Background: an optimization exercise with open tools, aiming at small area, a short achievable clock period and few clock cycles per item. Do not read the settings as production practice. The RTL was checked by simulation tests, not by an equivalence proof against the original design. No activity file was given, so power comes from the tool's default toggle rates.

==> flow/design.v <==
package slh_pkg;
	localparam int BIN_W   = 2;
	localparam int SIZE_W  = 40;
	localparam int TIME_W  = 32;
	localparam int MSEC_W  = 10;
	localparam int COUNT_W = 16;
	localparam logic [1:0] REQ_RECORD = 2'd0;
	localparam logic [1:0] REQ_CLEAR  = 2'd1;
	localparam logic [1:0] REQ_READ   = 2'd2;
	localparam logic [1:0] OP_EMPTY = 2'd0;   
	localparam logic [1:0] OP_COUNT = 2'd1;   
	localparam logic [1:0] OP_CLEAR = 2'd2;   
	localparam logic [1:0] OP_READ  = 2'd3;   
endpackage
module slh_le #(
	parameter int W = 8
) (
	input  logic [W-1:0] a,
	input  logic [W-1:0] b,
	output logic         le
);
	localparam int LV = $clog2(W + 1);
	localparam int NP = 1 << LV;
	logic [NP-1:0] g [LV+1];
	logic [NP-1:0] p [LV+1];
	always_comb begin
		g[0] = '0;
		p[0] = '1;
		g[0][0] = 1'b1;
		for (int i = 0; i < W; i++) begin
			g[0][i+1] = b[i] & ~a[i];
			p[0][i+1] = b[i] | ~a[i];
		end
		for (int l = 0; l < LV; l++) begin
			g[l+1] = '0;
			p[l+1] = '0;
			for (int i = 0; i < (NP >> (l + 1)); i++) begin
				g[l+1][i] = g[l][2*i+1] | (p[l][2*i+1] & g[l][2*i]);
				p[l+1][i] = p[l][2*i+1] & p[l][2*i];
			end
		end
		le = g[LV][0];
	end
endmodule
module slh_add #(
	parameter int W = 8
) (
	input  logic [W-1:0] a,
	input  logic [W-1:0] b,
	input  logic         ci,
	output logic [W-1:0] y
);
	localparam int LV = $clog2(W + 1);
	localparam int NP = 1 << LV;
	logic [NP-1:0] g [LV+1];
	logic [NP-1:0] p [LV+1];
	always_comb begin
		g[0] = '0;
		p[0] = '0;
		g[0][0] = ci;
		for (int i = 0; i < W; i++) begin
			g[0][i+1] = a[i] & b[i];
			p[0][i+1] = a[i] ^ b[i];
		end
		for (int l = 0; l < LV; l++) begin
			g[l+1] = g[l];
			p[l+1] = p[l];
			for (int i = 0; i < NP; i++) begin
				if ((i >> l) & 1) begin
					g[l+1][i] = g[l][i] | (p[l][i] & g[l][((i >> l) << l) - 1]);
					p[l+1][i] = p[l][i] & p[l][((i >> l) << l) - 1];
				end
			end
		end
		for (int i = 0; i < W; i++)
			y[i] = p[0][i+1] ^ g[LV][i];
	end
endmodule
module slh_front (
	input  logic        clk,
	input  logic        arst_n,
	input  logic        take,
	input  logic [1:0]  req_type,
	input  logic [39:0] bytes_sent,
	input  logic [31:0] launch_sec,
	input  logic [9:0]  launch_msec,
	input  logic [31:0] now_sec,
	input  logic [9:0]  now_msec,
	input  logic [1:0]  read_size_bin,
	input  logic [1:0]  read_time_bin,
	input  logic        cfg_we,
	input  logic [2:0]  cfg_index,
	input  logic [39:0] cfg_data,
	output logic        ent_valid,
	output logic [5:0]  ent,
	output logic [15:0] ent_oh     
);
	logic [39:0] size_lim_q [4];
	logic [31:0] time_lim_q [4];
	logic [3:0]  size_set_q;
	logic [3:0]  time_set_q;
	always_ff @(posedge clk or negedge arst_n) begin
		if (!arst_n) begin
			size_set_q <= '0;
			time_set_q <= '0;
		end else if (cfg_we) begin
			if (!cfg_index[2]) size_set_q[cfg_index[1:0]] <= 1'b1;
			else               time_set_q[cfg_index[1:0]] <= 1'b1;
		end
	end
	always_ff @(posedge clk) begin
		if (cfg_we) begin
			if (!cfg_index[2]) size_lim_q[cfg_index[1:0]] <= cfg_data;
			else               time_lim_q[cfg_index[1:0]] <= cfg_data[31:0];
		end
	end
	logic [3:0] size_le;
	for (genvar i = 0; i < 4; i++) begin : g_size
		slh_le #(.W(40)) u_le (.a(bytes_sent), .b(size_lim_q[i]), .le(size_le[i]));
	end
	logic        v0_q;
	logic [1:0]  typ0_q;
	logic [3:0]  rb0_q;
	logic [3:0]  hit0_q;
	logic [22:0] lo;
	logic [21:0] lo0_q;     
	logic        c0_q;      
	logic        dmp0_q;    
	logic [19:0] nowh0_q;   
	logic [19:0] lauh0_q;   
	slh_add #(.W(23)) u_lo (.a({1'b0, now_sec[11:0], now_msec}), .b({1'b0, ~launch_sec[11:0], ~launch_msec}),
		.ci(1'b1), .y(lo));
	always_ff @(posedge clk or negedge arst_n) begin
		if (!arst_n) v0_q <= 1'b0;
		else         v0_q <= take;
	end
	always_ff @(posedge clk) begin
		typ0_q <= req_type;
		rb0_q  <= {read_size_bin, read_time_bin};
		hit0_q <= ~size_set_q | size_le;
		lo0_q   <= lo[21:0];
		c0_q    <= lo[22];
		dmp0_q  <= now_msec >= launch_msec;
		nowh0_q <= now_sec[31:12];
		lauh0_q <= launch_sec[31:12];
	end
	logic [42:0] w;
	logic        far;
	logic [20:0] wh;
	slh_add #(.W(21)) u_wh (.a({1'b0, nowh0_q}), .b({1'b1, ~lauh0_q}), .ci(c0_q), .y(wh));
	assign w = {wh, lo0_q};
	slh_elcs u_elcs (.w(w[34:0]), .dmp(dmp0_q), .s(es), .c(ec));
	assign far = !((&w[42:34]) || !(|w[42:34]));
	logic        v1_q;
	logic [1:0]  typ1_q;
	logic [3:0]  rb1_q;
	logic        sf1_q;
	logic [1:0]  ss1_q;
	logic [34:0] es1_q;     
	logic [34:1] ec1_q;     
	logic [34:0] es;
	logic [34:0] ec;
	logic        far1_q;
	logic        neg1_q;
	logic        dmp1_q;    
	always_ff @(posedge clk or negedge arst_n) begin
		if (!arst_n) v1_q <= 1'b0;
		else         v1_q <= v0_q;
	end
	always_ff @(posedge clk) begin
		typ1_q <= typ0_q;
		rb1_q  <= rb0_q;
		sf1_q  <= |hit0_q;
		ss1_q  <= hit0_q[0] ? 2'd0 : hit0_q[1] ? 2'd1 : hit0_q[2] ? 2'd2 : 2'd3;
		es1_q  <= es;
		ec1_q  <= ec[34:1];
		far1_q <= far;
		neg1_q <= w[42];
		dmp1_q <= dmp0_q;
	end
	logic [34:0] el;
	logic        el_neg;
	logic        el_big;
	slh_add #(.W(35)) u_el (.a(es1_q), .b({ec1_q, dmp1_q}), .ci(dmp1_q), .y(el));
	assign el_neg = far1_q ? neg1_q : el[34];
	assign el_big = far1_q ? !neg1_q : (!el[34] && (el[33] || el[32]));
	logic        v2_q;
	logic [1:0]  typ2_q;
	logic [3:0]  rb2_q;
	logic        sf2_q;
	logic [1:0]  ss2_q;
	logic [31:0] el2_q;
	logic        neg2_q;
	logic        big2_q;
	always_ff @(posedge clk or negedge arst_n) begin
		if (!arst_n) v2_q <= 1'b0;
		else         v2_q <= v1_q;
	end
	always_ff @(posedge clk) begin
		typ2_q <= typ1_q;
		rb2_q  <= rb1_q;
		sf2_q  <= sf1_q;
		ss2_q  <= ss1_q;
		el2_q  <= el[31:0];
		neg2_q <= el_neg;
		big2_q <= el_big;
	end
	logic [3:0] time_le;
	logic [3:0] time_hit;
	logic       t_found;
	logic [1:0] t_sel;
	logic [3:0] t_oh;
	logic [15:0] rd_oh;
	logic [15:0] cnt_oh;
	for (genvar j = 0; j < 4; j++) begin : g_time
		slh_le #(.W(32)) u_le (.a(el2_q), .b(time_lim_q[j]), .le(time_le[j]));
	end
	always_comb begin
		for (int j = 0; j < 4; j++)
			time_hit[j] = neg2_q || (!big2_q && (!time_set_q[j] || time_le[j]));
	end
	logic        v3_q;
	logic [1:0]  typ3_q;
	logic [3:0]  rb3_q;
	logic        sf3_q;
	logic [1:0]  ss3_q;
	logic [3:0]  th3_q;
	always_ff @(posedge clk or negedge arst_n) begin
		if (!arst_n) v3_q <= 1'b0;
		else         v3_q <= v2_q;
	end
	always_ff @(posedge clk) begin
		typ3_q <= typ2_q;
		rb3_q  <= rb2_q;
		sf3_q  <= sf2_q;
		ss3_q  <= ss2_q;
		th3_q  <= time_hit;
	end
	always_comb begin
		t_found = |th3_q;
		t_sel   = th3_q[0] ? 2'd0 : th3_q[1] ? 2'd1 : th3_q[2] ? 2'd2 : 2'd3;
		t_oh    = th3_q & ~{th3_q[2:0], 1'b0} & ~{th3_q[1:0], 2'b0} & ~{th3_q[0], 3'b0};
		for (int i = 0; i < 16; i++) begin
			rd_oh[i]  = (rb3_q == 4'(i));
			cnt_oh[i] = (ss3_q == 2'(i / 4)) && t_oh[i % 4];
		end
		ent_oh = (typ3_q == slh_pkg::REQ_READ) ? rd_oh : cnt_oh;
		case (typ3_q)
			slh_pkg::REQ_RECORD: ent = (sf3_q && t_found) ? {slh_pkg::OP_COUNT, ss3_q, t_sel} :
				{slh_pkg::OP_EMPTY, 4'd0};
			slh_pkg::REQ_CLEAR:  ent = {slh_pkg::OP_CLEAR, 4'd0};
			slh_pkg::REQ_READ:   ent = {slh_pkg::OP_READ, rb3_q};
			default:             ent = {slh_pkg::OP_EMPTY, 4'd0};
		endcase
	end
	assign ent_valid = v3_q;
endmodule
module slh_elcs (
	input  logic [34:0] w,
	input  logic        dmp,
	output logic [34:0] s,
	output logic [34:0] c
);
	logic [34:0] wh;
	logic [34:0] t1, t2;
	always_comb begin
		wh = {{10{w[34]}}, w[34:10]};
		t1 = {~wh[30:0], {4{dmp}}};
		t2 = {~wh[31:0], {3{dmp}}};
		s  = w ^ t1 ^ t2;
		c  = {(w[33:0] & t1[33:0]) | (w[33:0] & t2[33:0]) | (t1[33:0] & t2[33:0]), dmp};
	end
endmodule
module slh_queue (
	input  logic       clk,
	input  logic       arst_n,
	input  logic       in_valid,
	output logic       in_stall,
	output logic       take,
	input  logic       ent_valid,
	input  logic [5:0] ent,
	input  logic [15:0] ent_oh,
	input  logic       pop,
	output logic       head_valid,
	output logic [5:0] head,
	output logic [15:0] head_oh     
);
	localparam int CAP = 6;    
	logic [5:0] mem_q [5];
	logic [2:0] wr_q;
	logic [2:0] rd_q;
	logic [2:0] cnt_q;
	logic       hv_q;
	logic [5:0] head_q;
	logic [15:0] head_oh_q;
	logic [15:0] mem_oh;
	logic [2:0] busy_q;        
	logic       stall_q;
	logic       load;
	logic       qempty;
	logic       qpush;
	logic       qpop;
	assign in_stall   = stall_q;
	assign take       = in_valid && !stall_q;
	assign head_valid = hv_q;
	assign head       = head_q;
	assign head_oh    = head_oh_q;
	assign load   = !hv_q || pop;
	assign qempty = (cnt_q == 3'd0);
	assign qpop   = load && !qempty;
	assign qpush  = ent_valid && !(load && qempty);
	always_ff @(posedge clk) begin
		if (qpush) mem_q[wr_q] <= ent;
	end
	always_comb begin
		for (int i = 0; i < 16; i++)
			mem_oh[i] = (mem_q[rd_q][3:0] == 4'(i));
	end
	always_ff @(posedge clk) begin
		if (load) begin
			head_q    <= qempty ? ent : mem_q[rd_q];
			head_oh_q <= qempty ? ent_oh : mem_oh;
		end
	end
	always_ff @(posedge clk or negedge arst_n) begin
		if (!arst_n) begin
			wr_q    <= '0;
			rd_q    <= '0;
			cnt_q   <= '0;
			hv_q    <= 1'b0;
			busy_q  <= '0;
			stall_q <= 1'b0;
		end else begin
			if (qpush) wr_q <= (wr_q == 3'd4) ? 3'd0 : wr_q + 3'd1;
			if (qpop)  rd_q <= (rd_q == 3'd4) ? 3'd0 : rd_q + 3'd1;
			cnt_q <= cnt_q + 3'(qpush) - 3'(qpop);
			if (load) hv_q <= !qempty || ent_valid;
			busy_q  <= busy_q + 3'(take) - 3'(pop);
			stall_q <= (busy_q + 3'(take) - 3'(pop)) >= 3'(CAP);
		end
	end
endmodule
module slh_back (
	input  logic        clk,
	input  logic        arst_n,
	input  logic        head_valid,
	input  logic [5:0]  head,
	input  logic [15:0] head_oh,
	output logic        pop,
	output logic        out_valid,
	input  logic        out_stall,
	output logic        out_counted,
	output logic [1:0]  out_size_bin,
	output logic [1:0]  out_time_bin,
	output logic [15:0] out_count_value
);
	logic [15:0] cnt_q [16];
	logic [15:0] live_q;
	logic        ov_q;
	logic [20:0] od_q;
	logic [1:0]  op;
	logic [3:0]  idx;
	logic [15:0] cur;
	logic [15:0] inc;
	logic [20:0] res;
	assign op  = head[5:4];
	assign idx = head[3:0];
	assign pop = head_valid && (!ov_q || !out_stall);
	assign out_valid = ov_q;
	assign {out_counted, out_size_bin, out_time_bin, out_count_value} = od_q;
	logic [255:0] cnt_flat;
	always_comb begin
		for (int i = 0; i < 16; i++)
			cnt_flat[16*i +: 16] = cnt_q[i];
	end
	slh_cmux u_cmux (.sel(live_q & head_oh), .cnt(cnt_flat), .cur(cur));
	always_comb begin
		inc = cur + 16'd1;
		case (op)
			slh_pkg::OP_COUNT: res = {1'b1, idx, inc};
			slh_pkg::OP_READ:  res = {1'b0, idx, cur};
			default:           res = '0;
		endcase
	end
	always_ff @(posedge clk) begin
		for (int i = 0; i < 16; i++)
			if (pop && op == slh_pkg::OP_COUNT && head_oh[i])
				cnt_q[i] <= inc;
	end
	always_ff @(posedge clk or negedge arst_n) begin
		if (!arst_n) begin
			live_q <= '0;
		end else if (pop) begin
			if (op == slh_pkg::OP_CLEAR)
				live_q <= '0;
			else if (op == slh_pkg::OP_COUNT)
				live_q <= live_q | head_oh;
		end
	end
	always_ff @(posedge clk or negedge arst_n) begin
		if (!arst_n)        ov_q <= 1'b0;
		else if (pop)       ov_q <= 1'b1;
		else if (!out_stall) ov_q <= 1'b0;
	end
	always_ff @(posedge clk) begin
		if (pop) od_q <= res;
	end
endmodule
module slh_cmux (
	input  logic [15:0] sel,
	input  logic [255:0] cnt,      
	output logic [15:0] cur
);
	always_comb begin
		cur = '0;
		for (int i = 0; i < 16; i++)
			cur = cur | ({16{sel[i]}} & cnt[16*i +: 16]);
	end
endmodule
module size_latency_histogram (
	input  logic        clk,
	input  logic        arst_n,
	input  logic        in_valid,
	output logic        in_stall,
	input  logic [1:0]  in_req_type,
	input  logic [39:0] in_bytes_sent,
	input  logic [31:0] in_launch_sec,
	input  logic [9:0]  in_launch_msec,
	input  logic [31:0] in_now_sec,
	input  logic [9:0]  in_now_msec,
	input  logic [1:0]  in_read_size_bin,
	input  logic [1:0]  in_read_time_bin,
	output logic        out_valid,
	input  logic        out_stall,
	output logic        out_counted,
	output logic [1:0]  out_size_bin,
	output logic [1:0]  out_time_bin,
	output logic [15:0] out_count_value,
	input  logic        cfg_we,
	input  logic [2:0]  cfg_index,
	input  logic [39:0] cfg_data
);
	logic       take;
	logic       ent_valid;
	logic [5:0] ent;
	logic       pop;
	logic       head_valid;
	logic [5:0] head;
	logic [15:0] ent_oh;
	logic [15:0] head_oh;
	slh_front u_front (
		.clk           (clk),
		.arst_n        (arst_n),
		.take          (take),
		.req_type      (in_req_type),
		.bytes_sent    (in_bytes_sent),
		.launch_sec    (in_launch_sec),
		.launch_msec   (in_launch_msec),
		.now_sec       (in_now_sec),
		.now_msec      (in_now_msec),
		.read_size_bin (in_read_size_bin),
		.read_time_bin (in_read_time_bin),
		.cfg_we        (cfg_we),
		.cfg_index     (cfg_index),
		.cfg_data      (cfg_data),
		.ent_valid     (ent_valid),
		.ent           (ent),
		.ent_oh        (ent_oh)
	);
	slh_queue u_queue (
		.clk        (clk),
		.arst_n     (arst_n),
		.in_valid   (in_valid),
		.in_stall   (in_stall),
		.take       (take),
		.ent_valid  (ent_valid),
		.ent        (ent),
		.ent_oh     (ent_oh),
		.pop        (pop),
		.head_valid (head_valid),
		.head       (head),
		.head_oh    (head_oh)
	);
	slh_back u_back (
		.clk             (clk),
		.arst_n          (arst_n),
		.head_valid      (head_valid),
		.head            (head),
		.head_oh         (head_oh),
		.pop             (pop),
		.out_valid       (out_valid),
		.out_stall       (out_stall),
		.out_counted     (out_counted),
		.out_size_bin    (out_size_bin),
		.out_time_bin    (out_time_bin),
		.out_count_value (out_count_value)
	);
endmodule
==> flow/run.sh <==
#!/bin/bash
# synth_recipe.tcl (not shown) runs the flow's synth.tcl, then flattens the netlist and writes it again
# the make line also repeats each setting of config.mk as NAME=value (left out here)
make -C /OpenROAD-flow-scripts/flow DESIGN_CONFIG=/design/flow/config.mk WORK_HOME=/design/flow/orfs CLKGATE_MAP_FILE= SYNTH_SCRIPT=/design/flow/synth_recipe.tcl finish
==> flow/config.mk <==
export PLATFORM = sky130hd
export DESIGN_NAME = size_latency_histogram
export DESIGN_NICKNAME = size_latency_histogram
export VERILOG_FILES = /design/flow/design.v
export SDC_FILE = /design/flow/constraint.sdc
export NUM_CORES = 4
export LEC_CHECK = 0
export CAP_MARGIN = 20
export CORE_MARGIN = 2
export CORE_UTILIZATION = 55
export CTS_BUF_LIST = sky130_fd_sc_hd__clkbuf_4 sky130_fd_sc_hd__clkbuf_8
export CTS_CLUSTER_SIZE = 24
export SETUP_SLACK_MARGIN = 4.85
export SLEW_MARGIN = 20
export SYNTH_HIERARCHICAL = 1
export SYNTH_MINIMUM_KEEP_SIZE = 0
==> flow/constraint.sdc <==
create_clock -name core_clock -period 8.0 [get_ports {clk}]
set_input_delay 1.6000 -clock core_clock [delete_from_list [all_inputs] [get_ports {clk}]]
set_output_delay 1.6000 -clock core_clock [all_outputs]
set_load 0.01 [all_outputs]
==> impl_metrics.tcl <==
set metrics [dict create \
    crit_path_end_kind "flip-flop" \
    syn_area_um2 38300 \
    syn_inst 2927 \
    grt_max_degree 44 \
    hold_class "reg2reg" \
    synth-warning-count 27 \
    cts_sinks 871 \
    rsz0062_at_grt "true" \
    p_per_area_nw_per_um2 357 \
    die_w_um 268 \
    dr.pass1.iters 8 \
    p_int_w 0.0106 \
    max_slew_margin_pct 24.1 \
    nNetsFinal 3598 \
    vdd_drop_max_mv 0.312 \
    std_cell_rows 96 \
    overflow 0 \
    fin_skew_ns 0.0306 \
    dieArea_um2 71700 \
    antenna_found_initial 4 \
    fmax_ghz 0.315 \
    timing.final.crit_share_pct 39.7 \
    io_pins 201 \
    cap_violations 0 \
    clk_pin_slew_ns 0.06 \
    fillerInstances 5126 \
    drive_above_1_share_pct 16.7 \
    hold_viol 0 \
    final_antenna_net_count 0 \
    layout_common_cells "617 x edfxtp_1, 320 x inv_1, 211 x dfxtp_1" \
    route.detailed.drc 0 \
    p_switching_w 0.00551 \
    pwr-share-comb_pct 32.8 \
    cts-buffers-inserted 142 \
    final_common_cell "edfxtp_1" \
    arrival_ns 3.81 \
    vias_per_cell 5.65 \
    min_period_ns 3.17 \
    place_congestion 0.884 \
    crit_required_ns 8.64 \
    start_util_pct 55.7 \
    clock_latency_ns 0.78 \
    swShare_pct 34.1 \
    drt_first_iter_violations 1889 \
    grt_pass1_vias 24735 \
    critPathKind "in2reg" \
    clock_power_share_pct 24.4 \
    worstMarginPinSlew_ns 1.14 \
    vias 24384 \
    io_buffers 200 \
    pwr-share-seq_pct 42.8 \
    leakagePower_nw 17.3 \
    tns_ns 0 \
    final_util_pct 65.8 \
    grt_pass1_wl_mm 137 \
    avgSynthCellArea_um2 13.1 \
    crit_fanout 6 \
    cts.path.max_buffers 3 \
    start_kind "input port" \
    slew_violations 0 \
    cts_tree "built" \
    grtUsageTotal_pct 24.9 \
    cts.htree.levels 4 \
    outcome "timing/DRC/antenna clean" \
    dp_hpwl_mm 61.4 \
    wire_per_inst_um 20.3 \
    synthToLayoutAreaGrowth_pct 18.2 \
    clock-root-buffer "clkbuf_8" \
    setup_viol 0 \
    routed_wl_mm 87.7 \
    core_um2 68700 \
    die_h_um 268 \
]
what timing repair did:
item                                    in CTS  in global routing
resized for setup                          104                 41
endpoints found under the setup margin     341                138
setup buffers                               23                 13
hold buffers                                 0                  0
pin swaps                                   27                 20
endpoints found under the hold margin        0                  0
registers in the layout, summed over array words and instances, names as in the netlist, 22 cells and up:
| signal | flops |
|---|---|
| u_front.el2_q | 32 |
| u_front.lo0_q | 22 |
| u_front.es1_q | 35 |
| u_front.time_lim_q | 128 |
| u_front.size_lim_q | 160 |
| u_front.ec1_q | 34 |
| u_back.cnt_q | 256 |
| u_queue.mem_q | 30 |
power by group through the flow:
stage               clock [W]  sequential, W  combinational (W)
floorplan                   0        0.00681            0.00344
global placement            0        0.00697            0.00473
detailed placement          0        0.00701            0.00491
CTS                   0.00404        0.00691            0.00515
global route          0.00424        0.00699            0.00582
finish                0.00394        0.00690            0.00529
routing by layer:
| layer | share of wire, % | GRT usage (%) |
|---|---|---|
| met5 | 0 | 0 |
| met2 | 50 | 42.3 |
| met4 | 1.9 | 7.02 |
| met1 | 42 | 33.0 |
| met3 | 6.1 | 4.44 |
worst paths after layout:
kind                            cells after the start                    end                 start  slack [ns]
worst max-delay path                               11      u_front.lo0_q[19]      in_launch_sec[1]        4.83
worst min-delay path                                0       u_front.rb2_q[2]      u_front.rb1_q[2]        0.32
worst max register to register                      8   u_back.cnt_q[13][15]  u_queue.head_oh_q[1]        4.85
worst min register to register                      0       u_front.rb2_q[2]      u_front.rb1_q[2]        0.32
max in group asynchronous                           2  u_front.time_set_q[3]                arst_n        6.56
min in group asynchronous                           2            u_back.ov_q                arst_n        0.95
cell type report:
type | instances | area, um2 | share of cell area [%]
multi-input cells | 1599 | 13200 | 29.3
clock buffers | 215 | 2630 | 5.81
clock inverters | 44 | 338 | 0.747
flip-flops and latches | 871 | 23800 | 52.7
well taps | 931 | 1160 | 2.58
inverters | 400 | 1560 | 3.45
repair buffers | 254 | 2470 | 5.47
diodes | 3 | 7.51 | 0.0166
worst max-delay path: stages:
cell and delay, ns:
clkdlybuf4s50_1 0.47, inv_2 0.04, ha_4 0.29, nand3_1 0.14
a211oi_4 0.24, buf_6 0.15, buf_4 0.11, o21ai_4 0.05
a21oi_2 0.15, nor4b_1 0.07, or4_1 0.50
metrics by stage:
| step | hold WS, ns | area [um2] | power (W) | worst slack, ns | cells |
|---|---|---|---|---|---|
| after floorplan | 0.310 | 38600 | 0.0103 | 4.44 | 2930 |
| after global placement | 0.310 | 41500 | 0.0117 | 3.48 | 4019 |
| after detailed placement | 0.312 | 41500 | 0.0119 | 3.48 | 4019 |
| after CTS | 0.322 | 44900 | 0.0161 | 4.80 | 4301 |
| after global routing | 0.330 | 45200 | 0.0170 | 4.72 | 4317 |
| final | 0.317 | 45200 | 0.0161 | 4.83 | 4317 |
Testbench counts, summed over its fixed seeds: cycles 32,048, items 32,000.

-- port drivers added, routing unchanged --
The flow's constraints put no driver on any port. The routed layout listed below was extracted and timed again, unchanged, in two steps. Step 1 sets driving cells, clkbuf_16 on the clock port and buf_2 on the other inputs (assumed; they add their load-dependent delay and slew). Step 2 moves the port delays by t, midway between the first and last clock arrival at a register: inputs arrive t later, outputs are due t later. That takes back most of the time a late clock gives input paths. a / b / c = ideal ports / drivers / drivers and shift; a / b = the first two.
t (ns): 0.828
setup WS [ns]: 4.826 / 4.848 / 4.039
cell pins on the clock port's net: 1
After both steps setup and hold are still met in this run. For this run, drivers alone change the setup slack by +0.022 ns; drivers and shift together by -0.787 ns.
